Context: an optimization exercise on an open-source flow, tuned for small area. The choices shown serve that exercise and are no tape-out recipe.
At most, simulation tests tie the RTL to the original design; equivalence was not proved.
Only the layout flow was run in runs 1 to 4; the RTL was not checked for function there.
No activity file was given, so power comes from the tool's default toggle rates.

===== design/flow/config.mk =====
export PLATFORM = sky130hd
export DESIGN_NAME = motorPwmTop
export DESIGN_NICKNAME = motorPwmTop
export VERILOG_FILES = /design/flow/design.v
export SDC_FILE = /design/flow/constraint.sdc
export NUM_CORES = 4
export LEC_CHECK = 0
export CAP_MARGIN = 20
export CORE_MARGIN = 2
export CORE_UTILIZATION = 40
export SLEW_MARGIN = 20

===== design/flow/constraint.sdc =====
create_clock -name core_clock -period 8.0 [get_ports {clk}]
set_input_delay 1.6000 -clock core_clock [delete_from_list [all_inputs] [get_ports {clk}]]
set_output_delay 1.6000 -clock core_clock [all_outputs]
set_load 0.01 [all_outputs]

===== design/flow/design.v =====
`timescale 1ns/1ps
package motorPkg;
    localparam int numPhases = 3;
    localparam int numSteps = 6;
    typedef logic [2:0] stepIdxT;
    typedef logic [11:0] pwmLenT;
    typedef logic [15:0] levelT;
    typedef struct packed {
        logic   enable;
        pwmLenT pwmLen;
        pwmLenT pwmMin;
    } timingCfgT;
    typedef struct packed {
        stepIdxT stepIdx;
        logic    stepStart;
        logic    stepEnd;
    } stepStatusT;
    typedef struct packed {
        logic signed [15:0] lost;
        logic               valid;
    } phaseLostT;
endpackage
`timescale 1ns/1ps
package regPkg;
    typedef logic [5:0] regAddrT;
    localparam regAddrT ctrlAddr = 6'd0;
    localparam regAddrT stepLenAddr = 6'd1;
    localparam regAddrT levelBase = 6'd16;
    localparam regAddrT levelStride = 6'd8;
    typedef struct packed {
        logic [6:0]     pad;
        logic           enable;
        logic [11:0] pwmMin;
        logic [11:0] pwmLen;
    } ctrlViewT;
    typedef struct packed {
        logic [7:0]  pad;
        logic [23:0] stepLen;
    } stepViewT;
    typedef struct packed {
        logic [15:0]     pad;
        logic [15:0] level;
    } levelViewT;
    typedef union packed {
        ctrlViewT  ctrlView;
        stepViewT  stepView;
        levelViewT levelView;
    } regWordT;
endpackage
`timescale 1ns/1ps
module motorRegs (
    input  logic                clk,
    input  logic                rstN,
    input  logic                regWe,
    input  logic [5:0]          regAddr,
    input  logic [31:0]         regWdata,
    input  logic [2:0]          stepIdx,
    output logic                enable,
    output logic [11:0]         pwmLen,
    output logic [11:0]         pwmMin,
    output logic [23:0]         stepLen,
    output logic [47:0]         levels
);
    logic [15:0] levelTable [3][6];
    logic [31:0] wdata;
    assign wdata = regWdata & {32{rstN}};
    always_ff @(posedge clk) begin
        if (!rstN || (regWe && regAddr == 6'd0)) begin
            pwmLen <= wdata[11:0];
            pwmMin <= wdata[23:12];
            enable <= wdata[24];
        end
    end
    always_ff @(posedge clk) begin
        if (!rstN || (regWe && regAddr == 6'd1)) begin
            stepLen <= wdata[23:0];
        end
    end
    for (genvar p = 0; p < 3; p++) begin : genPhase
        for (genvar s = 0; s < 6; s++) begin : genStep
            always_ff @(posedge clk) begin
                if (!rstN || (regWe && regAddr == 6'(16 + 8 * p + s))) begin
                    levelTable[p][s] <= wdata[15:0];
                end
            end
        end
        assign levels[p*16 +: 16] = levelTable[p][stepIdx];
    end
endmodule
`timescale 1ns/1ps
module stepSequencer (
    input  logic        clk,
    input  logic        rstN,
    input  logic        enable,
    input  logic [23:0] stepLen,
    output logic [2:0]  stepIdx,
    output logic        stepStart,
    output logic        stepEnd
);
    logic [23:0] cycleCnt;
    logic [23:0] cycleInc;
    logic [24:0] incCarry;
    logic [24:0] cmpCarry;
    logic        cycleZero;
    assign incCarry[0] = 1'b1;
    for (genvar i = 0; i < 24; i++) begin : genInc
        assign cycleInc[i] = cycleCnt[i] ^ incCarry[i];
        assign incCarry[i+1] = incCarry[i] & cycleCnt[i];
    end
    assign cmpCarry[0] = 1'b1;
    for (genvar i = 0; i < 24; i++) begin : genCmp
        assign cmpCarry[i+1] = (cycleInc[i] & !stepLen[i])
            | (cmpCarry[i] & (cycleInc[i] | !stepLen[i]));
    end
    assign cycleZero = (cycleCnt == '0);
    assign stepStart = enable && cycleZero;
    assign stepEnd = enable && !cycleZero && cmpCarry[24];
    always_ff @(posedge clk) begin
        if (!enable || stepEnd) begin
            cycleCnt <= '0;
        end else begin
            cycleCnt <= cycleInc;
        end
    end
    always_ff @(posedge clk) begin
        if (!rstN || !enable) begin
            stepIdx <= '0;
        end else if (stepEnd) begin
            stepIdx <= (stepIdx == 3'd5) ? 3'd0 : stepIdx + 3'd1;
        end
    end
endmodule
`timescale 1ns/1ps
module pwmGenerator (
    input  logic        clk,
    input  logic        rstN,
    input  logic        enable,
    input  logic [11:0] pwmLen,
    input  logic [11:0] pwmMin,
    input  logic        stepEnd,
    input  logic [15:0] level,
    output logic        pwm,
    output logic [15:0] lost
);
    logic [11:0] periodCnt;
    logic [11:0] periodDec;
    logic [12:0] periodBorrow;
    logic        reload;
    logic        reloadQ;
    logic        periodStart;
    logic [11:0] remainder;
    logic [15:0] sum;
    logic [16:0] sumCarry;
    logic [12:0] minCarry;
    logic        loadPulse;
    logic [15:0] pulseCnt;
    logic [15:0] pulseDec;
    logic [16:0] pulseBorrow;
    logic [15:0] balance;
    logic        owed;
    logic [15:0] addend;
    logic [15:0] balanceNext;
    logic [16:0] balanceCarry;
    assign periodBorrow[0] = 1'b1;
    for (genvar i = 0; i < 12; i++) begin : genPeriod
        assign periodDec[i] = periodCnt[i] ^ periodBorrow[i];
        assign periodBorrow[i+1] = periodBorrow[i] & !periodCnt[i];
    end
    assign reload = (periodCnt == 12'd1) || stepEnd || (level == '0) || !enable;
    always_ff @(posedge clk) begin
        reloadQ <= reload;
        periodCnt <= reload ? pwmLen : periodDec;
    end
    assign periodStart = reloadQ && !reload;
    assign sumCarry[0] = 1'b0;
    for (genvar i = 0; i < 16; i++) begin : genSum
        if (i < 12) begin : genFull
            assign sum[i] = remainder[i] ^ level[i] ^ sumCarry[i];
            assign sumCarry[i+1] = (remainder[i] & level[i])
                | (sumCarry[i] & (remainder[i] ^ level[i]));
        end else begin : genHalf
            assign sum[i] = level[i] ^ sumCarry[i];
            assign sumCarry[i+1] = level[i] & sumCarry[i];
        end
    end
    assign minCarry[0] = 1'b1;
    for (genvar i = 0; i < 12; i++) begin : genMin
        assign minCarry[i+1] = (sum[i] & !pwmMin[i])
            | (minCarry[i] & (sum[i] | !pwmMin[i]));
    end
    assign loadPulse = minCarry[12] || (sum[15:12] != '0);
    always_ff @(posedge clk) begin
        if (!enable || stepEnd || (periodStart && loadPulse)) begin
            remainder <= '0;
        end else if (periodStart) begin
            remainder <= sum[11:0];
        end
    end
    assign pulseBorrow[0] = 1'b1;
    for (genvar i = 0; i < 16; i++) begin : genPulse
        assign pulseDec[i] = pulseCnt[i] ^ pulseBorrow[i];
        assign pulseBorrow[i+1] = pulseBorrow[i] & !pulseCnt[i];
    end
    assign pwm = !pulseBorrow[16];
    always_ff @(posedge clk) begin
        if (!rstN || !enable) begin
            pulseCnt <= '0;
        end else if (periodStart && loadPulse) begin
            pulseCnt <= sum;
        end else if (pwm) begin
            pulseCnt <= pulseDec;
        end
    end
    assign addend = periodStart ? level : {{15{pwm | owed}}, pwm ^ owed};
    assign balanceCarry[0] = 1'b0;
    for (genvar i = 0; i < 16; i++) begin : genBalance
        assign balanceNext[i] = balance[i] ^ addend[i] ^ balanceCarry[i];
        assign balanceCarry[i+1] = (balance[i] & addend[i])
            | (balanceCarry[i] & (balance[i] ^ addend[i]));
    end
    always_ff @(posedge clk) begin
        owed <= periodStart && pwm;
        if (!enable || stepEnd) begin
            balance <= '0;
        end else begin
            balance <= balanceNext;
        end
    end
    always_ff @(posedge clk) begin
        if (!rstN || stepEnd) begin
            lost <= balanceNext & {16{rstN}};
        end
    end
endmodule
`timescale 1ns/1ps
module motorPwmTop (
    input  logic        clk,
    input  logic        rstN,
    input  logic        regWe,
    input  logic [5:0]  regAddr,
    input  logic [31:0] regWdata,
    output logic [2:0]  pwm,
    output logic [2:0]  stepIdx,
    output logic        stepStart,
    output logic        stepEnd,
    output logic [47:0] lost,
    output logic [2:0]  lostValid
);
    logic        enable;
    logic [11:0] pwmLen;
    logic [11:0] pwmMin;
    logic [23:0] stepLen;
    logic [47:0] levels;
    logic        reportValid;
    motorRegs regs0 (
        .clk      (clk),
        .rstN     (rstN),
        .regWe    (regWe),
        .regAddr  (regAddr),
        .regWdata (regWdata),
        .stepIdx  (stepIdx),
        .enable   (enable),
        .pwmLen   (pwmLen),
        .pwmMin   (pwmMin),
        .stepLen  (stepLen),
        .levels   (levels)
    );
    stepSequencer seq0 (
        .clk       (clk),
        .rstN      (rstN),
        .enable    (enable),
        .stepLen   (stepLen),
        .stepIdx   (stepIdx),
        .stepStart (stepStart),
        .stepEnd   (stepEnd)
    );
    always_ff @(posedge clk) begin
        if (!rstN) begin
            reportValid <= 1'b0;
        end else begin
            reportValid <= stepEnd;
        end
    end
    assign lostValid = {3{reportValid}};
    for (genvar p = 0; p < 3; p++) begin : genPhase
        pwmGenerator gen (
            .clk     (clk),
            .rstN    (rstN),
            .enable  (enable),
            .pwmLen  (pwmLen),
            .pwmMin  (pwmMin),
            .stepEnd (stepEnd),
            .level   (levels[p*16 +: 16]),
            .pwm     (pwm[p]),
            .lost    (lost[p*16 +: 16])
        );
    end
endmodule

===== design/flow/run.sh =====
#!/bin/bash
# synth_recipe.tcl (not shown) runs the flow's synth.tcl, then flattens the netlist and writes it again
# the make line also repeats each setting of config.mk as NAME=value (left out here)
make -C /OpenROAD-flow-scripts/flow DESIGN_CONFIG=/design/flow/config.mk WORK_HOME=/design/flow/orfs CLKGATE_MAP_FILE= SYNTH_SCRIPT=/design/flow/synth_recipe.tcl finish

==> results of run 1 <==
-- registers in the layout (all words and copies together), names as in the netlist --
register                count
regs0.levelTable          288
genPhase.gen.balance       48
genPhase.gen.lost          48
genPhase.gen.pulseCnt      48
genPhase.gen.periodCnt     36
genPhase.gen.remainder     36
regs0.stepLen              24
seq0.cycleCnt              24
regs0.pwmLen               12
regs0.pwmMin               12
genPhase.gen.owed           3
genPhase.gen.reloadQ        3
seq0.stepIdx                3
regs0.enable                1
reportValid                 1
-- layer usage --
layer / global-route usage [%] / wire length [um] / share of wire, %
met3: 3.972 / 7413 / 7.9
met5: 0 / 10 / 0.011
met4: 9.196 / 3683 / 3.9
met1: 32.64 / 37880 / 41
met2: 40.80 / 44500 / 48
-- what timing repair did --
item	in CTS	in global routing
cloned	1	6
endpoints found under the setup margin	147	148
resized for setup	77	99
setup buffers	9	21
pin swaps	76	32
-- area by class of cell --
type | instances | area (um^2) | area share, %
tap | 950 | 1189 | 3.280
clock buffer | 90 | 1772 | 4.888
clock inverter | 24 | 236.5 | 0.6525
inverter | 187 | 706.9 | 1.950
multi-input combinational | 1504 | 12590 | 34.73
sequential | 587 | 15620 | 43.10
timing repair buffer | 461 | 4130 | 11.40
-- power by group through the flow --
stage | Sequential, W | Combinational (W) | Clock [W]
after floorplan | 0.00419 | 0.00253 | 0
after global routing | 0.00424 | 0.00475 | 0.00307
after CTS | 0.00418 | 0.00420 | 0.00295
after global placement | 0.00422 | 0.00396 | 0
after detailed placement | 0.00424 | 0.00408 | 0
final | 0.00419 | 0.00425 | 0.00290
-- worst max-delay path by stage --
stage                          start                       end  cells past startpoint
floorplan           seq0.cycleCnt[0]  genPhase[2].gen.lost[15]                     51
global route        seq0.cycleCnt[0]  genPhase[1].gen.lost[15]                     49
global placement    seq0.cycleCnt[0]  genPhase[1].gen.lost[15]                     50
CTS                 seq0.cycleCnt[0]  genPhase[1].gen.lost[15]                     50
detailed placement  seq0.cycleCnt[1]  genPhase[1].gen.lost[15]                     50
finish              seq0.cycleCnt[0]  genPhase[1].gen.lost[15]                     50
-- layout by cell type, fill, tap and decap left out, types with 88 or more instances in the layout --
cell               n
dfxtp_1          197
buf_4            320
nand2_1          173
o21ai_0          135
inv_1            174
ha_1              88
edfxtp_1         385
clkdlybuf4s50_1   90
nor2_1           104
and2_1           116
-- worst max-delay path, delay by kind of cell (launching register included) --
kind                       cells  cell delay, ps
and+or+nand+nor                5             990
DFF                            1             350
xor gates and xnor gates       1              70
AOI/OAI and AO/OA              3             430
adders and majority gates     38            8710
buffers and inverters          3             390
-- cell families (layout without fill, tap and decap cells) --
logic type	after synthesis	in the layout
flops	587	587
compound gates	593	594
xor+xnor	14	14
simple gates	606	606
fa+ha+maj	211	211
mux	79	79
buf+inv	342	762
-- metrics by stage --
stage | TNS, ps | setup WS [ps] | hold WS (ps) | instance area, um^2
floorplan | -100940 | -3135 | 431.9 | 29070
global placement | -140850 | -3189 | 439.6 | 33170
detailed placement | -154590 | -3367 | 446.4 | 33170
CTS | -108710 | -3320 | 454.3 | 35550
global route | -120300 | -3394 | 468.4 | 36240
finish | -103500 | -3130 | 454.5 | 36240
==> impl_metrics.py, run 1 <==
metrics = {
    "synthesis": {
        "synth.top_cell.area_share_pct": 40.42,
        "mappedNetlistArea_um2": 28600,
        "synthTopCellsByCount": "385 x edfxtp_1, 202 x dfxtp_1, 185 x inv_1",
        "synth_edf_count": 385,
        "synth-seq-area-share_pct": 54.56,
        "yosysMostFrequentCell": "edfxtp_1",
        "yosys.area_share.simple_pct": 11.00,
        "synth-xor-area-share_pct": 0.4287,
        "synth.area.mux_share_pct": 3.119,
        "synth_cell_types": 95,
        "synth_area_leader_cell": "edfxtp_1",
        "ys_ff_latch": 587,
        "synth_cells": 2432,
        "synthesis.nets": 2674,
        "yosys-top-cells-area": "edfxtp_1 40%, dfxtp_1 14%, ha_1 5.5%",
        "avgSynthCellArea_um2": 11.76,
        "synth_top_family_by_area": "compound AO/OA/AOI/OAI gates",
        "synthFlopType": "edfxtp_1",
        "yosysWarnings": 5,
        "synth_fa_ha_area_share_pct": 11.11,
        "postSynth.asyncResetShare_pct": 0,
        "synth_compound_area_share_pct": 14.30,
    },
    "power": {
        "netSwitchingFraction_pct": 32.89,
        "p_int_w": 0.007608,
        "p_clk_share_pct": 25.6,
        "p_leak_nw": 13.19,
        "combPwrFrac_pct": 37.5,
        "finalPower_w": 0.01134,
        "vdd_drop_max_mv": 0.1872,
        "sequentialPowerShare_pct": 36.9,
        "power.density_nw_per_um2": 312.8,
        "switchingPower_w": 0.003730,
    },
    "clock_tree": {
        "cts_sinks": 587,
        "root_buffer": "clkbuf_16",
        "clock_latency_ps": 620,
        "cts_tree": "built",
        "htreeDepth": 3,
        "clock_path_buffers": 3,
        "cts_buffers": 66,
        "cts.clk_slew.worst_paths_ps": 60,
        "ctsHoldBuffers": 0,
    },
    "finish": {
        "layout.cells.non_filler": 3803,
        "fill_cells": 6180,
        "fin_nets": 3049,
        "synthToLayoutAreaGrowth_pct": 26.71,
        "num_antenna_cells": 0,
        "post-route-util_pct": 50.96,
        "drive_above_1_share_pct": 25.73,
    },
    "global_routing": {
        "grt.total_usage_pct": 24.67,
        "grt_max_degree": 69,
        "grt_pass1_vias": 21620,
        "grt_pass1_wl_um": 136800,
        "grt_remaining_overflow": 0,
        "antenna_found_initial": 2,
    },
    "route": {
        "first_pass_iters": 7,
        "drt_iter0_drc": 2270,
        "vias": 21800,
        "viasPerCell": 5.732,
        "drc": 0,
        "ant_nets": 0,
        "wl_per_cell_um": 24.58,
        "routed_wl_um": 93490,
    },
    "setup_path": {
        "crit_type": "reg2reg",
        "crit_slowest_cell": "or3_4",
        "critPathArrivalTime_ps": 11570,
        "r2r-end": "genPhase[1].gen.lost[15]",
        "rr_worst_depth": 50,
        "reg2reg_from": "seq0.cycleCnt[0]",
        "regToRegSetupSlack_ps": -3130,
        "path_max_fanout": 3,
        "end_kind": "register",
        "cpMostUsedCell": "ha_4",
        "max_stage_delay_ps": 400,
        "cp-start-kind": "register",
        "required_ps": 8440,
    },
    "sta": {
        "fin_ws_ps": -3130,
        "maxSlewHeadroom_pct": 27.22,
        "rsz0062_at_grt": "true",
        "tightest_slew_ps": 1088,
        "fin_crit_sh_pct": 139.1,
        "fmax_mhz": 89.85,
        "min_period_ps": 11130,
        "hold_viol": 0,
        "worst_clock_skew_ps": 28.97,
        "slew_violations": 0,
        "final-setup-viol-count": 59,
    },
    "placement": {
        "dp.final_hpwl_um": 64150,
        "io_buffer_count": 92,
        "gp_congestion": 0.9174,
        "dp.cells": 3657,
    },
    "min_path": {
        "hold_end": "genPhase[2].gen.remainder[7]",
        "hold-path-cell-count": 2,
        "hold_class": "reg2reg",
        "hp-start": "genPhase[2].gen.remainder[7]",
    },
    "status": {
        "layout.failed_checks": "setup timing",
        "outcome": "failed layout checks",
    },
    "floorplanning": {
        "start_util_pct": 40.22,
        "core_um2": 71120,
        "dieHeight_um": 271.4,
        "die-area_um2": 73660,
        "fp.dieW_um": 271.4,
        "rows": 98,
        "io_pins": 100,
    },
    "job": {
        "cap_violations": 0,
    },
}
==> run 2, diff against run 1 <==
--- a/design/flow/config.mk
+++ b/design/flow/config.mk
@@ -6,4 +6,5 @@
 export NUM_CORES = 4
 export LEC_CHECK = 0
+export ABC_AREA = 1
 export CAP_MARGIN = 20
 export CORE_MARGIN = 2
==> impl_metrics.py, run 2 <==
metrics = {
    "setup_path": {
        "required_ps": 8340,
        "max_stage_delay_ps": 390,
        "critical_path.top_delay_family": "adder cells",
        "crit_slowest_cell": "fa_2",
        "end_kind": "register",
        "path_max_fanout": 4,
        "critPathArrivalTime_ps": 10710,
        "cp-start-kind": "register",
        "cpMostUsedCell": "ha_4",
        "crit_buf_inv": 4,
        "crit_type": "reg2reg",
    },
    "clock_tree": {
        "cts_sinks": 587,
        "htreeDepth": 3,
        "root_buffer": "clkbuf_16",
        "cts_tree": "built",
        "clock_latency_ps": 610,
        "clock_path_buffers": 3,
        "cts.clk_slew.worst_paths_ps": 60,
        "ctsHoldBuffers": 0,
        "cts_buffers": 67,
    },
    "floorplanning": {
        "core_um2": 70030,
        "start_util_pct": 40.37,
        "fp.dieW_um": 269.9,
        "die-area_um2": 72820,
        "rows": 97,
        "io_pins": 100,
        "dieHeight_um": 269.9,
    },
    "route": {
        "viasPerCell": 5.144,
        "wl_per_cell_um": 21.48,
        "ant_nets": 0,
        "vias": 21340,
        "first_pass_iters": 7,
        "drc": 0,
        "routed_wl_um": 89110,
        "drt_iter0_drc": 1767,
    },
    "power": {
        "p_clk_share_pct": 30.3,
        "finalPower_w": 0.01049,
        "combPwrFrac_pct": 31.3,
        "p_leak_nw": 14.83,
        "p_int_w": 0.007223,
        "switchingPower_w": 0.003265,
        "vdd_drop_max_mv": 0.1934,
        "netSwitchingFraction_pct": 31.13,
        "power.density_nw_per_um2": 293.7,
        "sequentialPowerShare_pct": 38.4,
    },
    "synthesis": {
        "postSynth.asyncResetShare_pct": 0,
        "synth_compound_area_share_pct": 11.22,
        "yosys-top-cells-area": "edfxtp_1 41%, dfxtp_1 14%, nand2_1 6.3%",
        "synth_area_leader_cell": "edfxtp_1",
        "synthesis.nets": 2987,
        "synthTopCellsByCount": "478 x nand2_1, 424 x inv_1, 385 x edfxtp_1",
        "synth-seq-area-share_pct": 55.20,
        "yosysWarnings": 5,
        "synth_fa_ha_area_share_pct": 10.89,
        "synth_cells": 2745,
        "synth.top_cell.area_share_pct": 40.89,
        "yosysMostFrequentCell": "nand2_1",
        "yosys.area_share.simple_pct": 14.17,
        "synthFlopType": "edfxtp_1",
        "mappedNetlistArea_um2": 28270,
        "synth_edf_count": 385,
        "synth_cell_types": 66,
        "ys_ff_latch": 587,
        "avgSynthCellArea_um2": 10.30,
        "synth.area.mux_share_pct": 0,
        "synth_top_family_by_area": "simple AND/OR/NAND/NOR gates",
        "synth-xor-area-share_pct": 0.4027,
    },
    "finish": {
        "num_antenna_cells": 0,
        "synthToLayoutAreaGrowth_pct": 26.29,
        "multi_input_area_um2": 11080,
        "fin_nets": 3397,
        "fill_cells": 6256,
        "top_register": "regs0.levelTable",
        "drive_above_1_share_pct": 23.04,
        "largest_reg_flops": 288,
        "regArea_um2": 15620,
        "layout_common_cells": "470 x nand2_1, 405 x inv_1, 385 x edfxtp_1",
        "final_common_cell": "nand2_1",
    },
    "global_routing": {
        "antenna_found_initial": 0,
        "gr-max-usage-layer": "met2",
        "grt_remaining_overflow": 0,
        "grt.total_usage_pct": 24.55,
        "grt_max_degree": 53,
        "grt_pass1_wl_um": 134300,
        "grtUsageMet3_pct": 4.063,
        "grt_pass1_vias": 21920,
        "met1_usage_pct": 31.51,
        "gr-usage-met2_pct": 40.91,
    },
    "placement": {
        "gp_congestion": 0.9272,
        "post-place-ws_ps": -2355,
        "dp.final_hpwl_um": 64590,
        "io_buffer_count": 92,
    },
    "sta": {
        "fin_ws_ps": -2373,
        "rsz0062_at_grt": "true",
        "worst_clock_skew_ps": 14.70,
        "min_period_ps": 10370,
        "slew_violations": 0,
        "tightest_slew_ps": 1145,
        "fin_crit_sh_pct": 129.7,
        "final-setup-viol-count": 48,
        "fmax_mhz": 96.40,
        "hold_viol": 0,
        "maxSlewHeadroom_pct": 23.23,
    },
    "status": {
        "layout.failed_checks": "setup timing",
        "outcome": "failed layout checks",
    },
    "job": {
        "cap_violations": 0,
    },
    "min_path": {
        "hold_class": "reg2reg",
    },
}
## run 2: changes by cell type after synthesis, sizes merged, moves of 30 or more
cell and delta:
inv +268, a211oi -30, nand2 +307, a21oi +36
and2 -118, o21ai -48, mux2i -49, nor2 +117
nand3 +43
## run 2: area by class of cell
type,instances,area share [%]
clock buffers,79,5.088
flip-flops and latches,587,43.74
inverters,458,4.878
multi-input cells,1596,31.04
repair buffers,445,10.73
well taps,940,3.294
clock inverters,43,1.230
## run 2: logic make-up (layout without fill, tap and decap cells)
group                    count (synthesis)  after routing
AO/OA/AOI/OAI                          477            477
XOR/XNOR                                13             13
AND/OR/NAND/NOR                        904            905
flip-flops                             587            587
adder cells (fa/ha/maj)                201            201
buffers and inverters                  563           1025
## run 2: layer usage
| metal | routed length (um) | up-vias |
|---|---|---|
| met5 | 0 | - |
| met4 | 4532 | 0 |
| met3 | 5499 | 200 |
| met2 | 41640 | 696 |
| met1 | 37440 | 10330 |
| li1 | - | 10110 |
## run 2: stage by stage
stage | cells | util, % | instance area, um^2 | TNS (ps) | hold slack, ps
final | 4148 | 50.99 | 35710 | -65250 | 464.7
after global routing | 4148 | 50.99 | 35710 | -80370 | 477.2
after CTS | 4140 | 50.61 | 35440 | -66100 | 464.1
after detailed placement | 4002 | 46.97 | 32890 | -103240 | 454.1
after global placement | 4002 | 46.97 | 32890 | -94110 | 451.1
after floorplan | 2745 | - | 28770 | -55570 | 432.1
## run 2: path summary, 6_finish.rpt
kind,startpoint,endpoint,slack (ps),cells after the start
max,seq0.cycleCnt[1],genPhase[2].gen.lost[15],-2370,52
max reg2reg,seq0.cycleCnt[1],genPhase[2].gen.lost[15],-2370,52
min reg2reg,genPhase[0].gen.remainder[5],genPhase[0].gen.remainder[5],460,2
min,genPhase[0].gen.remainder[5],genPhase[0].gen.remainder[5],460,2
## run 2: power groups by stage
stage | logic [W] | clock network [W] | registers, W
4_1_cts | 0.00323 | 0.00323 | 0.00403
6_report | 0.00328 | 0.00318 | 0.00403
2_1_floorplan | 0.00203 | 0 | 0.00409
5_1_grt | 0.00375 | 0.00335 | 0.00408
3_3_place_gp | 0.00307 | 0 | 0.00408
3_5_place_dp | 0.00317 | 0 | 0.00409
## run 2: what timing repair did
action / CTS / global route
buffers inserted: 17 / 6
resized for setup: 38 / 57
cloned: 0 / 3
endpoints found under the setup margin: 132 / 138
endpoints found under the hold margin: 0 / 0
pin swaps: 15 / 19
## run 2: worst min-delay path, stage by stage (launching register included)
cell and delay (ps):
dfxtp_1 310, nand2_1 70, a21oi_2 50
==> run 3, diff against run 2 <==
==> design/flow/flow/run.sh (new file) <==
#!/bin/bash
bash standard.sh > standard.log 2>&1
==> design/flow/standard.sh (new file) <==
#!/bin/bash
# synth_recipe.tcl (not shown) runs the flow's synth.tcl, then flattens the netlist and writes it again
# the make line also repeats each setting of config.mk as NAME=value (left out here)
make -C /OpenROAD-flow-scripts/flow DESIGN_CONFIG=/design/flow/config.mk WORK_HOME=/design/flow/orfs CLKGATE_MAP_FILE= SYNTH_SCRIPT=/design/flow/synth_recipe.tcl "${@:-finish}"
--- a/design/flow/config.mk
+++ b/design/flow/config.mk
@@ -6,5 +6,4 @@
 export NUM_CORES = 4
 export LEC_CHECK = 0
-export ABC_AREA = 1
 export CAP_MARGIN = 20
 export CORE_MARGIN = 2
removed: design/flow/run.sh
==> impl_metrics.py, run 3 <==
metrics = {
    "status": {
        "outcome": "failed layout checks",
        "layout.failed_checks": "setup timing",
    },
    "power": {
        "p_clk_share_pct": 25.6,
        "combPwrFrac_pct": 37.5,
        "sequentialPowerShare_pct": 36.9,
        "netSwitchingFraction_pct": 32.89,
        "power.density_nw_per_um2": 312.8,
        "p_int_w": 0.007608,
        "p_leak_nw": 13.19,
        "vdd_drop_max_mv": 0.1872,
        "switchingPower_w": 0.003730,
    },
    "sta": {
        "rsz0062_at_grt": "true",
        "fmax_mhz": 89.85,
        "slew_violations": 0,
        "tightest_slew_ps": 1088,
        "final-setup-viol-count": 59,
        "hold_viol": 0,
        "fin_ws_ps": -3130,
        "worst_clock_skew_ps": 28.97,
        "maxSlewHeadroom_pct": 27.22,
        "min_period_ps": 11130,
        "whs_ps": 454.5,
        "fin_crit_sh_pct": 139.1,
    },
    "setup_path": {
        "required_ps": 8440,
        "path_max_fanout": 3,
        "reg2reg_from": "seq0.cycleCnt[0]",
        "regToRegSetupSlack_ps": -3130,
        "crit_buf_inv": 3,
        "critical_path.top_delay_family": "adder cells",
        "cpMostUsedCell": "ha_4",
        "end_kind": "register",
        "crit_type": "reg2reg",
        "crit_slowest_cell": "or3_4",
        "cp-startpoint": "seq0.cycleCnt[0]",
        "critPathArrivalTime_ps": 11570,
        "cp-start-kind": "register",
        "max_stage_delay_ps": 400,
    },
    "finish": {
        "post-route-util_pct": 50.96,
        "top_register": "regs0.levelTable",
        "layout_common_cells": "385 x edfxtp_1, 320 x buf_4, 197 x dfxtp_1",
        "fin_nets": 3049,
        "drive_above_1_share_pct": 25.73,
        "num_antenna_cells": 0,
        "final_common_cell": "edfxtp_1",
        "largest_reg_flops": 288,
        "synthToLayoutAreaGrowth_pct": 26.71,
        "fin_area_um2": 36240,
    },
    "route": {
        "routed_wl_um": 93490,
        "drc": 0,
        "vias": 21800,
        "viasPerCell": 5.732,
        "ant_nets": 0,
        "wl_per_cell_um": 24.58,
        "drt_iter0_drc": 2270,
        "first_pass_iters": 7,
    },
    "synthesis": {
        "synth.top_cell.area_share_pct": 40.42,
        "postSynth.asyncResetShare_pct": 0,
        "synth_cell_types": 95,
        "synth-seq-area-share_pct": 54.56,
        "synthesis.nets": 2674,
        "synth_edf_count": 385,
        "mappedNetlistArea_um2": 28600,
        "ys_ff_latch": 587,
        "synth_cells": 2432,
        "synthTopCellsByCount": "385 x edfxtp_1, 202 x dfxtp_1, 185 x inv_1",
        "yosysWarnings": 5,
        "synthFlopType": "edfxtp_1",
        "synth_area_leader_cell": "edfxtp_1",
        "yosysMostFrequentCell": "edfxtp_1",
        "avgSynthCellArea_um2": 11.76,
        "yosys-top-cells-area": "edfxtp_1 40%, dfxtp_1 14%, ha_1 5.5%",
    },
    "placement": {
        "io_buffer_count": 92,
        "dp.final_hpwl_um": 64150,
        "gp_congestion": 0.9174,
        "post-place-ws_ps": -3367,
        "dpl_cell_area_um2": 33170,
    },
    "global_routing": {
        "grtUsageMet3_pct": 3.972,
        "gr-usage-met2_pct": 40.80,
        "grt_pass1_wl_um": 136800,
        "grt_max_degree": 69,
        "gr-max-usage-layer": "met2",
        "grt.total_usage_pct": 24.67,
        "grt_pass1_vias": 21620,
        "grt_remaining_overflow": 0,
        "met1_usage_pct": 32.64,
        "antenna_found_initial": 2,
    },
    "floorplanning": {
        "start_util_pct": 40.22,
        "core_um2": 71120,
        "dieHeight_um": 271.4,
        "die-area_um2": 73660,
        "fp.dieW_um": 271.4,
        "io_pins": 100,
        "rows": 98,
    },
    "job": {
        "cap_violations": 0,
    },
    "min_path": {
        "hp-start": "genPhase[2].gen.remainder[7]",
        "hold_class": "reg2reg",
    },
    "clock_tree": {
        "cts_tree": "built",
        "clock_latency_ps": 620,
        "root_buffer": "clkbuf_16",
        "cts.clk_slew.worst_paths_ps": 60,
        "cts_sinks": 587,
        "clock_path_buffers": 3,
        "htreeDepth": 3,
        "ctsHoldBuffers": 0,
        "cts_buffers": 66,
    },
}
[run 3: final cells by class]
type | count | area (um^2)
clock buffer | 90 | 1772
clock inverter | 24 | 236.5
fill | 6180 | 34870
inverter | 187 | 706.9
multi-input combinational | 1504 | 12590
sequential | 587 | 15620
tap | 950 | 1189
timing repair buffer | 461 | 4130
[run 3: final timing paths]
path,endpoint,depth (start not counted)
setup / recovery,genPhase[1].gen.lost[15],50
hold / removal,genPhase[2].gen.remainder[7],2
setup reg to reg,genPhase[1].gen.lost[15],50
hold reg to reg,genPhase[2].gen.remainder[7],2
[run 3: logic make-up (layout without fill, tap and decap cells)]
family / count (synthesis) / in the layout / share of synthesized area [%]
and+or+nand+nor: 606 / 606 / 11.00
AOI/OAI and AO/OA: 593 / 594 / 14.30
DFF: 587 / 587 / 54.56
buffers and inverters: 342 / 762 / 5.486
adders and majority gates: 211 / 211 / 11.11
muxes: 79 / 79 / 3.119
xor gates and xnor gates: 14 / 14 / 0.4287
[run 3: worst reg2reg max path: cells and delay by family, from the launching register on]
kind	cells	cell delay, ps
AO/OA/AOI/OAI	3	430
AND/OR/NAND/NOR	5	990
adder cells (fa/ha/maj)	38	8730
buffers and inverters	3	390
flip-flops	1	350
XOR/XNOR	1	70
[run 3: through the flow]
stage	std cells	setup TNS, ps	power, W
finish	3803	-103500	0.01134
global route	3803	-120300	0.01206
CTS	3781	-108710	0.01133
detailed placement	3657	-154590	0.008314
global placement	3657	-140850	0.008181
floorplan	2432	-100940	0.006725
[run 3: power by group through the flow]
stage          clock network [W]  registers (W)  logic (W)
5_1_grt                  0.00307        0.00424    0.00475
6_report                 0.00290        0.00419    0.00425
2_1_floorplan                  0        0.00419    0.00253
3_3_place_gp                   0        0.00422    0.00396
4_1_cts                  0.00295        0.00418    0.00420
3_5_place_dp                   0        0.00424    0.00408
[run 3: what timing repair did]
item                       in CTS  in global routing
resized for setup              77                 99
setup endpoints to repair     147                148
gates cloned                    1                  6
setup buffers                   9                 21
pin swaps                      76                 32
[run 3: layer usage]
metal | wire (um) | share of wire (%)
met1 | 37880 | 41
met2 | 44500 | 48
met3 | 7413 | 7.9
met4 | 3683 | 3.9
met5 | 10 | 0.011
==> run 4, diff against run 3 <==
--- a/design/flow/design.v
+++ b/design/flow/design.v
@@ -98,27 +98,27 @@
     output logic        stepEnd
 );
-    logic [23:0] cycleCnt;
-    logic [23:0] cycleInc;
+    logic [23:0] countP1;
+    logic [23:0] countInc;
     logic [24:0] incCarry;
     logic [24:0] cmpCarry;
-    logic        cycleZero;
+    logic        firstCycle;
     assign incCarry[0] = 1'b1;
     for (genvar i = 0; i < 24; i++) begin : genInc
-        assign cycleInc[i] = cycleCnt[i] ^ incCarry[i];
-        assign incCarry[i+1] = incCarry[i] & cycleCnt[i];
+        assign countInc[i] = countP1[i] ^ incCarry[i];
+        assign incCarry[i+1] = incCarry[i] & countP1[i];
     end
     assign cmpCarry[0] = 1'b1;
     for (genvar i = 0; i < 24; i++) begin : genCmp
-        assign cmpCarry[i+1] = (cycleInc[i] & !stepLen[i])
-            | (cmpCarry[i] & (cycleInc[i] | !stepLen[i]));
-    end
-    assign cycleZero = (cycleCnt == '0);
-    assign stepStart = enable && cycleZero;
-    assign stepEnd = enable && !cycleZero && cmpCarry[24];
+        assign cmpCarry[i+1] = (countP1[i] & !stepLen[i])
+            | (cmpCarry[i] & (countP1[i] | !stepLen[i]));
+    end
+    assign firstCycle = (countP1 == 24'd1);
+    assign stepStart = enable && firstCycle;
+    assign stepEnd = enable && !firstCycle && cmpCarry[24];
     always_ff @(posedge clk) begin
         if (!enable || stepEnd) begin
-            cycleCnt <= '0;
+            countP1 <= 24'd1;
         end else begin
-            cycleCnt <= cycleInc;
+            countP1 <= countInc;
         end
     end
==> design/flow/flow/run.sh (replaced) <==
#!/bin/bash
# Standard layout, with synthesis mapping the logic for area: no full-adder
# extraction and an area-oriented ABC script. Registers are untouched.
set -euo pipefail
here=$(pwd)
export MY_ABC_SCRIPT=$here/flow/area.abc
bash standard.sh SYNTH_SCRIPT=$here/flow/mysynth.tcl ADDER_MAP_FILE= finish > standard.log 2>&1
==> design/flow/flow/area.abc (new file) <==
&get -n
&st
&dch
&nf -R 1000
&put
topo
dnsize -c
==> design/flow/flow/mysynth.tcl (new file) <==
proc synth {args} { yosys synth -nofsm -noshare {*}$args }
set fh [open $::env(SCRIPTS_DIR)/synth.tcl]
set txt [read $fh]
close $fh
if {[info exists ::env(MY_ABC_SCRIPT)] && $::env(MY_ABC_SCRIPT) ne ""} {
  set txt [string map [list {log_cmd abc {*}$abc_args} {log_cmd abc -script $::env(MY_ABC_SCRIPT) {*}[lrange $abc_args 2 end]}] $txt]
}
eval $txt
# left out here: clear keep_hierarchy, flatten, clean up, hide names made inside functions, write 1_2_yosys.v
==> impl_metrics.py, run 4 <==
metrics = {
    "status": {
        "outcome": "failed layout checks",
        "layout.failed_checks": "setup timing",
    },
    "sta": {
        "hold_viol": 0,
        "fin_ws_ps": -5230,
        "maxSlewHeadroom_pct": 20.26,
        "fin_crit_sh_pct": 165.4,
        "whs_ps": 485.7,
        "slew_violations": 0,
        "worst_clock_skew_ps": 21.88,
        "fmax_mhz": 75.59,
        "tightest_slew_ps": 1181,
        "final-setup-viol-count": 298,
        "rsz0062_at_grt": "true",
        "min_period_ps": 13230,
    },
    "min_path": {
        "hp-start": "genPhase[1].gen.remainder[3]",
        "hold_class": "reg2reg",
        "hold_end": "genPhase[1].gen.remainder[3]",
        "hold-path-cell-count": 2,
    },
    "synthesis": {
        "synth_cells": 2096,
        "mappedNetlistArea_um2": 25150,
        "synth_cell_types": 46,
        "synthesis.nets": 2137,
        "ys_ff_latch": 587,
        "synth.top_cell.area_share_pct": 45.97,
        "avgSynthCellArea_um2": 12.00,
        "yosys-top-cells-area": "edfxtp_1 46%, dfxtp_1 16%, xnor2_1 5.2%",
        "postSynth.asyncResetShare_pct": 0,
        "synthTopCellsByCount": "385 x edfxtp_1, 253 x nor2_1, 202 x dfxtp_1",
        "synth-seq-area-share_pct": 62.05,
        "synthFlopType": "edfxtp_1",
        "synth_edf_count": 385,
        "yosysMostFrequentCell": "edfxtp_1",
        "yosysWarnings": 5,
        "synth_area_leader_cell": "edfxtp_1",
    },
    "route": {
        "ant_nets": 0,
        "first_pass_iters": 5,
        "wl_per_cell_um": 20.71,
        "viasPerCell": 5.387,
        "drc": 0,
        "drt_iter0_drc": 1591,
        "routed_wl_um": 72660,
        "vias": 18900,
    },
    "finish": {
        "num_antenna_cells": 0,
        "drive_above_1_share_pct": 22.43,
        "top_register": "regs0.levelTable",
        "layout_common_cells": "385 x edfxtp_1, 342 x buf_4, 246 x nor2_1",
        "synthToLayoutAreaGrowth_pct": 31.17,
        "fill_cells": 5309,
        "fin_nets": 2659,
        "largest_reg_flops": 288,
        "final_common_cell": "edfxtp_1",
    },
    "clock_tree": {
        "cts_sinks": 587,
        "htreeDepth": 2,
        "cts_tree": "built",
        "cts_buffers": 61,
        "cts.clk_slew.worst_paths_ps": 60,
        "clock_path_buffers": 3,
        "ctsHoldBuffers": 0,
        "clock_latency_ps": 650,
        "root_buffer": "clkbuf_16",
    },
    "floorplanning": {
        "start_util_pct": 40.60,
        "core_um2": 61940,
        "rows": 91,
        "die-area_um2": 64900,
        "dieHeight_um": 254.8,
        "fp.dieW_um": 254.8,
        "io_pins": 100,
    },
    "job": {
        "cap_violations": 0,
    },
    "setup_path": {
        "cp-start-kind": "register",
        "path_max_fanout": 5,
        "end_kind": "register",
        "required_ps": 8360,
        "max_stage_delay_ps": 350,
        "crit_type": "reg2reg",
        "r2r-end": "genPhase[0].gen.lost[15]",
        "critPathArrivalTime_ps": 13590,
        "crit_buf_inv": 1,
        "cpMostUsedCell": "maj3_2",
        "rr_worst_depth": 48,
        "reg2reg_from": "regs0.stepLen[0]",
        "crit_slowest_cell": "edfxtp_1",
        "critical_path.top_delay_family": "adder cells",
        "regToRegSetupSlack_ps": -5230,
    },
    "power": {
        "p_clk_share_pct": 26.3,
        "netSwitchingFraction_pct": 29.97,
        "combPwrFrac_pct": 39.0,
        "sequentialPowerShare_pct": 34.8,
        "p_leak_nw": 11.97,
        "p_int_w": 0.008229,
        "vdd_drop_max_mv": 0.1754,
        "power.density_nw_per_um2": 356.2,
        "finalPower_w": 0.01175,
        "switchingPower_w": 0.003522,
    },
    "global_routing": {
        "grt_remaining_overflow": 0,
        "grt_max_degree": 51,
        "grt_pass1_vias": 18540,
        "grt_pass1_wl_um": 108100,
        "antenna_found_initial": 4,
        "grt.total_usage_pct": 21.97,
    },
    "placement": {
        "dp.final_hpwl_um": 49520,
        "gp_congestion": 0.8352,
        "io_buffer_count": 92,
    },
}
run 4: cell count changes after synthesis, moves of 64 or more:
cell / previous run / this run
inv_1: 185 / 0
nor2_1: 109 / 253
xnor2_1: 9 / 148
ha_1: 126 / 0
and2_1: 118 / 0
maj3_1: 10 / 108
nand2_1: 180 / 90
and2_0: 0 / 80
o21ai_0: 157 / 81
fa_1: 75 / 0
clkinv_1: 1 / 70
xor2_1: 5 / 72
clkbuf_1: 64 / 0
run 4: timing repair:
item                                    4_1_cts  5_1_grt
gates resized for setup                      21      108
pin swaps                                     3       58
gates cloned                                  0        4
endpoints found under the setup margin      298      298
buffers inserted                              8       31
run 4: worst max-delay path by stage:
stage / from / end / slack, ps / depth (start not counted)
after global routing: regs0.stepLen[0] / genPhase[0].gen.lost[15] / -5700 / 48
after CTS: regs0.stepLen[0] / genPhase[0].gen.lost[15] / -5160 / 48
after global placement: regs0.stepLen[0] / genPhase[0].gen.lost[15] / -5020 / 48
after floorplan: regs0.stepLen[0] / genPhase[0].gen.lost[15] / -5860 / 48
after detailed placement: regs0.stepLen[0] / genPhase[0].gen.lost[15] / -5160 / 48
final: regs0.stepLen[0] / genPhase[0].gen.lost[15] / -5230 / 48
run 4: final cells by class:
cell class              count  area (um^2)  share of cell area, %
repair buffers            465         4065                  12.32
well taps                 837         1047                  3.175
inverters                  70        267.8                 0.8117
clock buffers              72         1598                  4.843
flip-flops and latches    587        15610                  47.31
clock inverters            44        596.8                  1.809
multi-input cells        1433         9808                  29.73
run 4: power by group through the flow:
stage	Sequential, W	Combinational [W]	Clock (W)
floorplan	0.00415	0.00220	0
global placement	0.00413	0.00392	0
detailed placement	0.00415	0.00400	0
CTS	0.00409	0.00419	0.00313
global route	0.00414	0.00501	0.00325
finish	0.00409	0.00458	0.00309
run 4: kinds of logic (layout without fill, tap and decap cells):
kind of cell / after synthesis / after routing / share of synthesized area, %
mux: 20 / 20 / 0.8358
xor+xnor: 220 / 220 / 7.661
simple gates: 644 / 644 / 12.39
fa+ha+maj: 108 / 108 / 4.298
flops: 587 / 587 / 62.05
buf+inv: 76 / 651 / 1.224
compound gates: 441 / 441 / 11.55
run 4: per-layer routing:
layer | vias up | wire length [um] | GRT usage, %
met3 | 117 | 4881 | 3.582
met1 | 9316 | 30850 | 29.17
met2 | 586 | 34900 | 37.12
met4 | 0 | 2031 | 6.282
met5 | - | 0 | 0
li1 | 8879 | - | -
run 4: worst reg2reg max path: cells and delay by family, from the launching register on:
| kind | cells | cell delay, ps |
|---|---|---|
| flip-flops | 1 | 350 |
| buffers and inverters | 1 | 80 |
| XOR/XNOR | 2 | 320 |
| AO/OA/AOI/OAI | 3 | 500 |
| AND/OR/NAND/NOR | 6 | 660 |
| adder cells (fa/ha/maj) | 36 | 11040 |
run 4: stage by stage:
step	util (%)	cells	setup WS, ps	TNS [ps]	instance area, um^2
3_5_place_dp	48.39	3349	-5159	-458710	29970
4_1_cts	52.17	3473	-5163	-456730	32310
2_1_floorplan	-	2096	-5856	-656480	25330
6_report	53.26	3508	-5230	-413580	32990
5_1_grt	53.26	3508	-5700	-509800	32990
3_3_place_gp	48.39	3349	-5023	-430400	29970
==> run 5, diff against run 4 <==
--- a/design/flow/design.v
+++ b/design/flow/design.v
@@ -6,19 +6,37 @@
     typedef logic [11:0] pwmLenT;
     typedef logic [15:0] levelT;
-    typedef struct packed {
-        logic   enable;
-        pwmLenT pwmLen;
-        pwmLenT pwmMin;
-    } timingCfgT;
-    typedef struct packed {
-        stepIdxT stepIdx;
-        logic    stepStart;
-        logic    stepEnd;
-    } stepStatusT;
-    typedef struct packed {
-        logic signed [15:0] lost;
-        logic               valid;
-    } phaseLostT;
 endpackage
+module carryChain #(
+    parameter int N = 16
+) (
+    input  logic [N-1:0] g,
+    input  logic [N-1:0] p,
+    input  logic         cin,
+    output logic [N:0]   carry
+);
+    localparam int NG = (N + 3) / 4;
+    logic [NG:0] groupCarry;
+    assign groupCarry[0] = cin;
+    for (genvar k = 0; k < NG; k++) begin : genGroup
+        localparam int LO = 4 * k;
+        localparam int HI = (4 * k + 3 < N - 1) ? 4 * k + 3 : N - 1;
+        logic groupG;
+        logic groupP;
+        always_comb begin
+            groupG = 1'b0;
+            groupP = 1'b1;
+            for (int i = LO; i <= HI; i++) begin
+                groupG = g[i] | (p[i] & groupG);
+                groupP = groupP & p[i];
+            end
+        end
+        assign groupCarry[k+1] = groupG | (groupP & groupCarry[k]);
+        assign carry[LO] = groupCarry[k];
+        for (genvar i = LO; i < HI; i++) begin : genInner
+            assign carry[i+1] = g[i] | (p[i] & carry[i]);
+        end
+    end
+    assign carry[N] = groupCarry[NG];
+endmodule
 `timescale 1ns/1ps
 package regPkg;
@@ -108,9 +126,10 @@
         assign incCarry[i+1] = incCarry[i] & countP1[i];
     end
-    assign cmpCarry[0] = 1'b1;
-    for (genvar i = 0; i < 24; i++) begin : genCmp
-        assign cmpCarry[i+1] = (countP1[i] & !stepLen[i])
-            | (cmpCarry[i] & (countP1[i] | !stepLen[i]));
-    end
+    carryChain #(.N(24)) cmp0 (
+        .g     (countP1 & ~stepLen),
+        .p     (countP1 | ~stepLen),
+        .cin   (1'b1),
+        .carry (cmpCarry)
+    );
     assign firstCycle = (countP1 == 24'd1);
     assign stepStart = enable && firstCycle;
@@ -173,20 +192,19 @@
     end
     assign periodStart = reloadQ && !reload;
-    assign sumCarry[0] = 1'b0;
-    for (genvar i = 0; i < 16; i++) begin : genSum
-        if (i < 12) begin : genFull
-            assign sum[i] = remainder[i] ^ level[i] ^ sumCarry[i];
-            assign sumCarry[i+1] = (remainder[i] & level[i])
-                | (sumCarry[i] & (remainder[i] ^ level[i]));
-        end else begin : genHalf
-            assign sum[i] = level[i] ^ sumCarry[i];
-            assign sumCarry[i+1] = level[i] & sumCarry[i];
-        end
-    end
-    assign minCarry[0] = 1'b1;
-    for (genvar i = 0; i < 12; i++) begin : genMin
-        assign minCarry[i+1] = (sum[i] & !pwmMin[i])
-            | (minCarry[i] & (sum[i] | !pwmMin[i]));
-    end
+    logic [15:0] remWide;
+    assign remWide = {4'd0, remainder};
+    carryChain #(.N(16)) sumChain (
+        .g     (remWide & level),
+        .p     (remWide ^ level),
+        .cin   (1'b0),
+        .carry (sumCarry)
+    );
+    assign sum = remWide ^ level ^ sumCarry[15:0];
+    carryChain #(.N(12)) minChain (
+        .g     (sum[11:0] & ~pwmMin),
+        .p     (sum[11:0] | ~pwmMin),
+        .cin   (1'b1),
+        .carry (minCarry)
+    );
     assign loadPulse = minCarry[12] || (sum[15:12] != '0);
     always_ff @(posedge clk) begin
@@ -202,5 +220,5 @@
         assign pulseBorrow[i+1] = pulseBorrow[i] & !pulseCnt[i];
     end
-    assign pwm = !pulseBorrow[16];
+    assign pwm = (pulseCnt != '0);
     always_ff @(posedge clk) begin
         if (!rstN || !enable) begin
@@ -213,10 +231,11 @@
     end
     assign addend = periodStart ? level : {{15{pwm | owed}}, pwm ^ owed};
-    assign balanceCarry[0] = 1'b0;
-    for (genvar i = 0; i < 16; i++) begin : genBalance
-        assign balanceNext[i] = balance[i] ^ addend[i] ^ balanceCarry[i];
-        assign balanceCarry[i+1] = (balance[i] & addend[i])
-            | (balanceCarry[i] & (balance[i] ^ addend[i]));
-    end
+    carryChain #(.N(16)) balanceChain (
+        .g     (balance & addend),
+        .p     (balance ^ addend),
+        .cin   (1'b0),
+        .carry (balanceCarry)
+    );
+    assign balanceNext = balance ^ addend ^ balanceCarry[15:0];
     always_ff @(posedge clk) begin
         owed <= periodStart && pwm;
--- a/design/flow/config.mk
+++ b/design/flow/config.mk
@@ -9,3 +9,4 @@
 export CORE_MARGIN = 2
 export CORE_UTILIZATION = 40
+export GPL_TIMING_DRIVEN = 0
 export SLEW_MARGIN = 20
==> impl_metrics.py, run 5 <==
metrics = {
    "clock_tree": {
        "root_buffer": "clkbuf_16",
        "ctsHoldBuffers": 0,
        "cts_buffers": 61,
        "cts_sinks": 587,
        "htreeDepth": 2,
        "clock_path_buffers": 3,
        "clock_latency_ps": 640,
        "cts_tree": "built",
        "cts.clk_slew.worst_paths_ps": 60,
    },
    "synthesis": {
        "synthesis.nets": 2235,
        "mappedNetlistArea_um2": 25370,
        "synth_area_leader_cell": "edfxtp_1",
        "synthFlopType": "edfxtp_1",
        "yosys.area_share.simple_pct": 13.52,
        "synth-xor-area-share_pct": 8.043,
        "ys_ff_latch": 587,
        "synth-seq-area-share_pct": 61.50,
        "synth_top_family_by_area": "compound AO/OA/AOI/OAI gates",
        "yosysWarnings": 8,
        "avgSynthCellArea_um2": 11.56,
        "synth_compound_area_share_pct": 13.58,
        "synth_cell_types": 57,
        "synth.top_cell.area_share_pct": 45.56,
        "synth_cells": 2194,
        "yosysMostFrequentCell": "edfxtp_1",
        "synth_edf_count": 385,
        "synth.area.mux_share_pct": 0.3797,
        "yosys-top-cells-area": "edfxtp_1 46%, dfxtp_1 16%, xnor2_1 5.3%",
        "synthTopCellsByCount": "385 x edfxtp_1, 293 x nor2_1, 202 x dfxtp_1",
        "synth_fa_ha_area_share_pct": 1.736,
        "postSynth.asyncResetShare_pct": 0,
    },
    "setup_path": {
        "required_ps": 8550,
        "path_depth": 26,
        "rr_worst_depth": 26,
        "crit_buf_inv": 2,
        "crit_slowest_cell": "dfxtp_2",
        "cpMostUsedCell": "maj3_1",
        "critPathArrivalTime_ps": 8130,
        "path_max_fanout": 22,
        "end_kind": "register",
        "max_stage_delay_ps": 560,
        "crit_type": "reg2reg",
        "critical_path.top_delay_family": "adder cells",
        "cp-start-kind": "register",
    },
    "floorplanning": {
        "die-area_um2": 65460,
        "core_um2": 62850,
        "start_util_pct": 40.37,
        "dieHeight_um": 255.9,
        "rows": 92,
        "fp.dieW_um": 255.9,
        "io_pins": 100,
    },
    "sta": {
        "min_period_ps": 7581,
        "tns_ps": 0,
        "tightest_slew_ps": 1177,
        "fin_crit_sh_pct": 94.77,
        "maxSlewHeadroom_pct": 20.72,
        "worst_clock_skew_ps": 27.35,
        "slew_violations": 0,
        "final-setup-viol-count": 0,
        "rsz0062_at_grt": "false",
        "hold_viol": 0,
        "fmax_mhz": 131.9,
    },
    "power": {
        "power.density_nw_per_um2": 324.0,
        "vdd_drop_max_mv": 0.1709,
        "p_leak_nw": 10.34,
    },
    "placement": {
        "gp_congestion": 0.8338,
        "dpl_cell_area_um2": 28220,
        "io_buffer_count": 92,
        "dp.cells": 3169,
        "dp.final_hpwl_um": 47990,
    },
    "finish": {
        "layout.cells.non_filler": 3307,
        "synthToLayoutAreaGrowth_pct": 20.25,
        "fill_cells": 5591,
        "largest_reg_flops": 288,
        "top_register": "regs0.levelTable",
        "drive_above_1_share_pct": 8.947,
        "fin_area_um2": 30510,
        "layout_common_cells": "385 x edfxtp_1, 288 x nor2_1, 199 x dfxtp_1",
        "final_common_cell": "edfxtp_1",
        "fin_nets": 2450,
    },
    "status": {
        "outcome": "finished clean",
    },
    "global_routing": {
        "gr-max-usage-layer": "met2",
        "gr-usage-met2_pct": 33.91,
        "grt.total_usage_pct": 20.88,
        "grtUsageMet3_pct": 2.951,
        "met1_usage_pct": 28.58,
        "grt_pass1_vias": 17440,
        "grt_pass1_wl_um": 105400,
        "antenna_found_initial": 0,
        "grt_remaining_overflow": 0,
        "grt_max_degree": 49,
    },
    "route": {
        "routed_wl_um": 69570,
        "drc": 0,
        "drt_iter0_drc": 1725,
        "vias": 18190,
        "ant_nets": 0,
        "first_pass_iters": 6,
        "viasPerCell": 5.501,
        "wl_per_cell_um": 21.04,
    },
    "min_path": {
        "hold-path-cell-count": 1,
        "hold_class": "reg2reg",
    },
    "job": {
        "cap_violations": 0,
    },
}
## run 5: changes by cell type in the layout (fill, tap and decap cells not counted), sizes merged, moves of 9 or more
cell    delta
maj3      -64
o21ai     +21
nand2     +22
o211ai     -9
a21o       -9
a211oi    +27
buf      -308
o22ai     +11
a22oi     -26
nor2      +41
a221oi    +11
a21oi     +24
## run 5: worst register-to-register path, delay by kind of cell, from the launching register on
kind	cells	cell delay, ps
buffers and inverters	2	360
DFF	1	560
AOI/OAI and AO/OA	7	1760
and+or+nand+nor	8	1580
adders and majority gates	7	2820
xor gates and xnor gates	2	410
## run 5: kinds of logic (layout without fill, tap and decap cells)
group                      Yosys count  count (layout)
and+or+nand+nor                    720             723
DFF                                587             587
AOI/OAI and AO/OA                  523             524
xor gates and xnor gates           233             233
buffers and inverters               78             339
adders and majority gates           44              44
muxes                                9               9
other                                0               2
## run 5: through the flow
| step | worst slack, ps | hold slack [ps] | power, W | utilization [%] |
|---|---|---|---|---|
| global placement | -3193 | 439.3 | 0.006981 | 43.62 |
| finish | 418.7 | 456.6 | 0.009887 | 48.55 |
| detailed placement | -1894 | 437.8 | 0.007095 | 44.90 |
| CTS | 14.50 | 455.5 | 0.009946 | 48.36 |
| global route | 5.971 | 474.3 | 0.01047 | 48.54 |
| floorplan | 57.67 | 411.3 | 0.006252 | - |
## run 5: where the power goes
| group | total (W) | internal, W | switching (W) |
|---|---|---|---|
| clock | 0.00283 | 0.00162 | 0.00120 |
| sequential | 0.00407 | 0.00382 | 0.000251 |
| combinational | 0.00299 | 0.00135 | 0.00165 |
| total | 0.00989 | 0.00679 | 0.00310 |
## run 5: final cells by class
class	instances	area, um^2	area share, %
Clock inverter	32	309.0	1.013
Buffer	6	45.04	0.1476
Tap cell	846	1059	3.469
Clock buffer	81	1672	5.479
Antenna cell	2	5.005	0.01640
Inverter	72	275.3	0.9022
Sequential cell	587	15610	51.16
Multi-Input combinational cell	1533	9888	32.41
Timing Repair Buffer	148	1650	5.409
## run 5: path summary, 6_finish.rpt
kind / to / startpoint / slack [ps]
setup reg to reg: genPhase[0].gen.pulseCnt[7] / seq0.stepIdx[1] / 420
hold / removal: seq0.countP1[0] / seq0.countP1[0] / 460
setup / recovery: genPhase[0].gen.pulseCnt[7] / seq0.stepIdx[1] / 420
hold reg to reg: seq0.countP1[0] / seq0.countP1[0] / 460
## run 5: timing repair
item | in CTS | in global routing
resized for setup | 25 | 11
setup endpoints to repair | 79 | 43
buffers inserted | 10 | 9
gates cloned | 4 | 0
pin swaps | 5 | 5
hold endpoints to repair | 0 | 0
## run 5: per-layer routing
layer / wire length (um) / part of all wire, % / up-vias
met3: 4180 / 6.0 / 127
met2: 32280 / 46 / 566
li1: - / - / 8633
met5: 0 / 0 / -
met1: 30620 / 44 / 8867
met4: 2488 / 3.6 / 0
==> run 6, diff against run 5 <==
==> design/flow/run.sh (new file) <==
#!/bin/bash
# synth_recipe.tcl (not shown) runs the flow's synth.tcl, then flattens the netlist and writes it again
# the make line also repeats each setting of config.mk as NAME=value (left out here)
make -C /OpenROAD-flow-scripts/flow DESIGN_CONFIG=/design/flow/config.mk WORK_HOME=/design/flow/orfs CLKGATE_MAP_FILE= SYNTH_SCRIPT=/design/flow/synth_recipe.tcl finish
--- a/design/flow/config.mk
+++ b/design/flow/config.mk
@@ -6,4 +6,5 @@
 export NUM_CORES = 4
 export LEC_CHECK = 0
+export ABC_AREA = 1
 export CAP_MARGIN = 20
 export CORE_MARGIN = 2
removed: design/flow/flow/run.sh
removed: design/flow/flow/area.abc
removed: design/flow/flow/mysynth.tcl
removed: design/flow/standard.sh
==> impl_metrics.py, run 6 <==
metrics = {
    "status": {
        "outcome": "finished clean",
    },
    "synthesis": {
        "synth_area_leader_cell": "edfxtp_1",
        "yosysMostFrequentCell": "nand2_1",
        "synth_edf_count": 385,
        "synth.top_cell.area_share_pct": 39.17,
        "yosys-top-cells-area": "edfxtp_1 39%, dfxtp_1 14%, nand2_1 11%",
        "synth_cells": 3212,
        "synthTopCellsByCount": "830 x nand2_1, 459 x inv_1, 385 x edfxtp_1",
        "synth-seq-area-share_pct": 52.87,
        "synth_cell_types": 50,
        "yosysWarnings": 8,
        "postSynth.asyncResetShare_pct": 0,
        "avgSynthCellArea_um2": 9.190,
        "mappedNetlistArea_um2": 29520,
        "synthFlopType": "edfxtp_1",
        "ys_ff_latch": 587,
        "synthesis.nets": 3487,
    },
    "clock_tree": {
        "cts_buffers": 61,
        "clock_latency_ps": 660,
        "root_buffer": "clkbuf_16",
        "cts_tree": "built",
        "cts.clk_slew.worst_paths_ps": 60,
        "ctsHoldBuffers": 0,
        "clock_path_buffers": 3,
        "cts_sinks": 587,
        "htreeDepth": 2,
    },
    "route": {
        "vias": 22670,
        "viasPerCell": 5.134,
        "drt_iter0_drc": 2093,
        "wl_per_cell_um": 20.29,
        "first_pass_iters": 5,
        "ant_nets": 0,
        "routed_wl_um": 89580,
        "drc": 0,
    },
    "setup_path": {
        "regToRegSetupSlack_ps": 410,
        "path_max_fanout": 10,
        "reg2reg_from": "seq0.stepIdx[0]",
        "crit_type": "reg2reg",
        "rr_worst_depth": 43,
        "max_stage_delay_ps": 450,
        "critPathArrivalTime_ps": 8060,
        "crit_buf_inv": 9,
        "crit_slowest_cell": "fa_1",
        "cpMostUsedCell": "nand2_1",
        "required_ps": 8470,
        "end_kind": "register",
        "critical_path.top_delay_family": "adder cells",
        "cp-start-kind": "register",
        "r2r-end": "genPhase[2].gen.lost[15]",
    },
    "placement": {
        "post-place-ws_ps": -755.4,
        "io_buffer_count": 90,
        "dp.final_hpwl_um": 65700,
        "gp_congestion": 0.9470,
    },
    "floorplanning": {
        "die-area_um2": 75990,
        "rows": 99,
        "start_util_pct": 40.46,
        "dieHeight_um": 275.7,
        "core_um2": 72960,
        "fp.dieW_um": 275.7,
        "io_pins": 100,
    },
    "sta": {
        "fin_ws_ps": 411.4,
        "fmax_mhz": 131.8,
        "fin_crit_sh_pct": 94.86,
        "worst_clock_skew_ps": 25.37,
        "final-setup-viol-count": 0,
        "tightest_slew_ps": 1175,
        "maxSlewHeadroom_pct": 21.59,
        "rsz0062_at_grt": "true",
        "min_period_ps": 7589,
        "slew_violations": 0,
        "hold_viol": 0,
    },
    "global_routing": {
        "grt.total_usage_pct": 23.49,
        "grt_remaining_overflow": 0,
        "grt_pass1_vias": 21430,
        "grt_max_degree": 49,
        "grt_pass1_wl_um": 131500,
        "antenna_found_initial": 1,
    },
    "power": {
        "vdd_drop_max_mv": 0.1982,
        "finalPower_w": 0.01007,
        "p_leak_nw": 14.90,
        "power.density_nw_per_um2": 291.3,
    },
    "min_path": {
        "hold_end": "seq0.countP1[0]",
        "hold_class": "reg2reg",
        "hp-start": "seq0.countP1[0]",
        "hold-path-cell-count": 1,
    },
    "finish": {
        "largest_reg_flops": 288,
        "final_common_cell": "nand2_1",
        "num_antenna_cells": 0,
        "fill_cells": 6924,
        "synthToLayoutAreaGrowth_pct": 17.11,
        "regArea_um2": 15610,
        "fin_nets": 3680,
        "drive_above_1_share_pct": 9.662,
        "multi_input_area_um2": 11960,
        "layout_common_cells": "814 x nand2_1, 456 x inv_1, 385 x edfxtp_1",
        "post-route-util_pct": 47.38,
        "top_register": "regs0.levelTable",
    },
    "job": {
        "cap_violations": 0,
    },
}
[run 6: metal layers]
layer / wire, um / global-route usage [%] / up-vias
met1: 37200 / 31.24 / 10670
met2: 40580 / 37.79 / 989
li1: - / - / 10800
met5: 0 / 0 / -
met4: 4124 / 9.957 / 0
met3: 7675 / 4.141 / 207
[run 6: cell families after synthesis]
| kind of cell | synth area share [%] |
|---|---|
| flip-flops | 52.87 |
| adder cells (fa/ha/maj) | 11.55 |
| buffers and inverters | 7.799 |
| AND/OR/NAND/NOR | 18.62 |
| XOR/XNOR | 0.8308 |
| AO/OA/AOI/OAI | 8.325 |
[run 6: through the flow]
step | setup TNS (ps) | instance area, um^2 | std cells | hold WS, ps
after floorplan | 0 | 29520 | 3212 | 400.8
after global placement | -9466 | 31620 | 4261 | 427.2
after detailed placement | -10400 | 32070 | 4283 | 436.8
after CTS | 0 | 34200 | 4397 | 450.0
after global routing | -44.65 | 34570 | 4416 | 472.1
final | 0 | 34570 | 4416 | 453.1
[run 6: layout make-up]
| class | count | area share (%) |
|---|---|---|
| inverter | 475 | 5.208 |
| timing repair buffer | 131 | 3.999 |
| sequential | 587 | 45.16 |
| clock buffer | 81 | 4.991 |
| tap | 959 | 3.471 |
| clock inverter | 34 | 0.9338 |
| multi-input combinational | 2053 | 34.60 |
| buffer | 96 | 1.629 |
[run 6: power breakdown]
group / switching, W / internal (W)
Sequential: 0.000200 / 0.00380
Clock: 0.00125 / 0.00165
Combinational: 0.00185 / 0.00132
[run 6: worst max-delay path by stage]
| stage | from | to | slack [ps] | cells past startpoint |
|---|---|---|---|---|
| 3_5_place_dp | seq0.stepIdx[2] | genPhase[1].gen.lost[15] | -760 | 43 |
| 4_1_cts | seq0.stepIdx[2] | genPhase[1].gen.lost[15] | 0.3 | 42 |
| 6_report | seq0.stepIdx[0] | genPhase[2].gen.lost[15] | 410 | 43 |
| 2_1_floorplan | seq0.stepIdx[2] | genPhase[1].gen.lost[15] | 1130 | 43 |
| 5_1_grt | seq0.stepIdx[2] | genPhase[1].gen.lost[15] | -30 | 44 |
| 3_3_place_gp | seq0.stepIdx[2] | genPhase[1].gen.lost[15] | -770 | 43 |
[run 6: worst register-to-register path, delay by kind of cell (launching register included)]
kind / cells / cell delay, ps
compound gates: 9 / 1040
xor+xnor: 1 / 200
fa+ha+maj: 7 / 2250
buf+inv: 9 / 1440
flops: 1 / 310
simple gates: 17 / 2170
[run 6: repair_timing]
item	CTS	global route
pin swaps	1	10
gates resized for setup	27	79
setup buffers	0	19
setup endpoints to repair	62	43
hold endpoints to repair	0	0

## separate check: timing with driven ports
No port has a modelled driver above. Below, the same layouts with a new extraction and two added sets of constraints. Step 1 (the two cells are an assumption about what drives the block):
set clk [get_ports {clk}]
set_driving_cell -lib_cell sky130_fd_sc_hd__clkbuf_16 $clk
set_driving_cell -lib_cell sky130_fd_sc_hd__buf_2 [delete_from_list [all_inputs] $clk]
Step 2 times the ports against the registers' clock, not the clock port: input delays grow and output delays shrink by t, the midpoint of the rising clock arrivals with the driver on. Slacks: ideal ports / drivers / drivers and shift; pairs: ideal ports / drivers.
run | t, ns | slack for setup (ns) | worst setup path after step 2
run 1 | 0.666 | -3.130 / -3.130 / -3.130 | register to register
run 2 | 0.663 | -2.373 / -2.373 / -2.373 | register to register
run 3 | 0.666 | -3.130 / -3.130 / -3.130 | register to register
run 4 | 0.700 | -5.230 / -5.230 / -5.230 | register to register
run 5 | 0.694 | 0.419 / 0.419 / 0.419 | register to register
run 6 | 0.709 | 0.411 / 0.411 / 0.411 | register to register
